Source: an optimization exercise on an open RTL-to-GDS flow (aim: small area, a short achievable clock period and few clock cycles). Production flows keep margins and buffers that such runs may drop. Only simulation tests tie the RTL to the original design; equivalence was not proved. Power and IR drop assume default switching activity.

job 5349:
## n_queens_backtrack_search
module n_queens_backtrack_search
#(
  parameter int MAX_QUEENS = DEF_MAX_QUEENS
) (
  input  logic                   clk,
  input  logic                   rst_n,
  input  logic                   cfg_valid,
  output logic                   cfg_ready,
  input  logic [CFG_IDX_W-1:0]   cfg_index,
  input  logic [CFG_DATA_W-1:0]  cfg_data,
  input  logic                   in_tvalid,
  output logic                   in_tready,
  input  logic [IN_TDATA_W-1:0]  in_tdata,    
  output logic                   out_tvalid,
  input  logic                   out_tready,
  output logic [OUT_TDATA_W-1:0] out_tdata,
  output logic                   out_tlast
);
Size in the first run: about 250 flip-flops, about 66 I/O pins, ~16,000 um^2 of cells after synthesis.
export LEC_CHECK = 0
export ABC_AREA = 1
export CAP_MARGIN = 20
export CORE_MARGIN = 2
export CORE_UTILIZATION = 40
export SETUP_SLACK_MARGIN = 5
export SLEW_MARGIN = 20
create_clock -name core_clock -period 10.0 [get_ports {clk}]
run.sh (not shown) runs the stock make flow with config.mk's settings and CLKGATE_MAP_FILE= SYNTH_SCRIPT=/design/flow/synth_recipe.tcl, a recipe that flattens the netlist after the stock synthesis.
Job 5349 has completed all stages; timing, DRC and antenna checks passed.
Testbench counts of job 5349, summed over its fixed seeds: cycles 172,077.
For job 4694, these inputs were changed with respect to job 5349:
==> flow/flow/run.sh (new file) <==
#!/bin/bash
set -euo pipefail
bash standard.sh SETUP_SLACK_MARGIN=5.5 finish > standard.log 2>&1
==> flow/standard.sh (new file) <==
#!/bin/bash
# synth_recipe.tcl (not shown) runs the flow's synth.tcl, then flattens the netlist and writes it again
# the make line also repeats each setting of config.mk as NAME=value (left out here)
make -C /OpenROAD-flow-scripts/flow DESIGN_CONFIG=/design/flow/config.mk WORK_HOME=/design/flow/orfs CLKGATE_MAP_FILE= SYNTH_SCRIPT=/design/flow/synth_recipe.tcl "${@:-finish}"
removed: flow/run.sh
## What came out
Compared job 4694 vs job 5349, and fmax is up in job 4694.
Power attributed to sequential cells: job 4694 vs job 5349, no meaningful difference
On non-clock buffer count: between job 5349 and job 4694, it ends up higher for job 4694.
Wire length on job 4694 is behind job 5349.
On HPWL reported at the end of detailed placement, job 4694 tracks job 5349 almost exactly.
The worst setup slack after layout in job 4694 sits 0.016 ns above the value recorded for job 5349.
Post-synthesis sequential element count: job 4694 vs job 5349 identical
[compare] base=job 5349 new=job 4694: synthesis-to-finish area growth rose by 4.2 points, relative contribution of combinational cells to total power rose by 2.8 points, design area rose by 3.4%.
> inputs changed (job 4694 -> job 6790)
- an added TNS_END_PERCENT of 0
==> flow/run.sh (new file) <==
#!/bin/bash
# synth_recipe.tcl (not shown) runs the flow's synth.tcl, then flattens the netlist and writes it again
# the make line also repeats each setting of config.mk as NAME=value (left out here)
make -C /OpenROAD-flow-scripts/flow DESIGN_CONFIG=/design/flow/config.mk WORK_HOME=/design/flow/orfs CLKGATE_MAP_FILE= SYNTH_SCRIPT=/design/flow/synth_recipe.tcl finish
removed: flow/flow/run.sh
removed: flow/standard.sh
Notes after the runs:
- [compare] base=job 4694 new=job 6790: power fell about 1.5%, register-to-register setup slack fell 0.19 ns, time the final worst path needs with I/O delays and setup rose 0.070 ns.
- Job 4694 → job 6790: synthesized-area fraction occupied by ao, oa, aoi and oai cells essentially unchanged; final cell area excluding filler cells fell 6.5%; total of clock buffers placed in the layout saw an increase; leakage power summed over all cells down about 6%.
- Job 4694 ended up with k_r[0]$_SDFFE_PP0P_ as its launch point of the critical path; job 6790 ended up with depth_r[0]$_DFFE_PP_.
- The weighted congestion at the end of routability-driven global placement reported for job 6790 is smaller than that of job 4694 by 1.3%.
- Re final worst-path setup slack: job 6790 is 0.070 ns down on job 4694.
- | number of cells on the critical path | higher: job 4694 |
[inputs] job 7204 vs job 6790
- PLACE_DENSITY: unset -> 0.75
- CORE_UTILIZATION: 40 -> 50
- CTS_CLUSTER_DIAMETER: unset -> 100
- CTS_CLUSTER_SIZE: unset -> 24
[summary]
Job 7204 vs. job 6790: met2 layer usage reported by global route went up by 8.7 points. The well tap count of job 7204 falls short of that of job 6790 by 90. Fmax across job 7204 and job 6790: no real change. Job 6790 → job 7204: portion of the layout cell area used by clock cells now sits lower, total clock buffers created by CTS lost 13, sum of buffers and inverters on the critical path went down, horizontal die dimension went down by 10%. Job 7204 vs. job 6790: final period demand of the worst path went down by 0.0055 ns.

-- port drivers added, routing unchanged --
Ports are ideal in the flow. The routed layouts listed here were re-timed in OpenROAD.
Step 1 sets driving cells, clkbuf_16 on the clock port and buf_2 on the other inputs (assumed; they add their load-dependent delay and slew).
Step 2 times the ports against the registers' clock, not the clock port: input delays grow and output delays shrink by t, the midpoint of the rising clock arrivals with the driver on.
a / b / c = no drivers / after step 1 / after step 2; a / b = the first two.
run | t (ns) | slack for setup (ns) | cell pins on the clock port's net
job 5349 | 0.619 | 4.777 / 4.722 / 4.999 | 1
job 4694 | 0.603 | 4.793 / 4.740 / 5.085 | 1
job 6790 | 0.622 | 4.723 / 4.662 / 4.902 | 1
job 7204 | 0.561 | 4.728 / 4.672 / 5.013 | 1
After both steps every run listed still meets setup and hold.
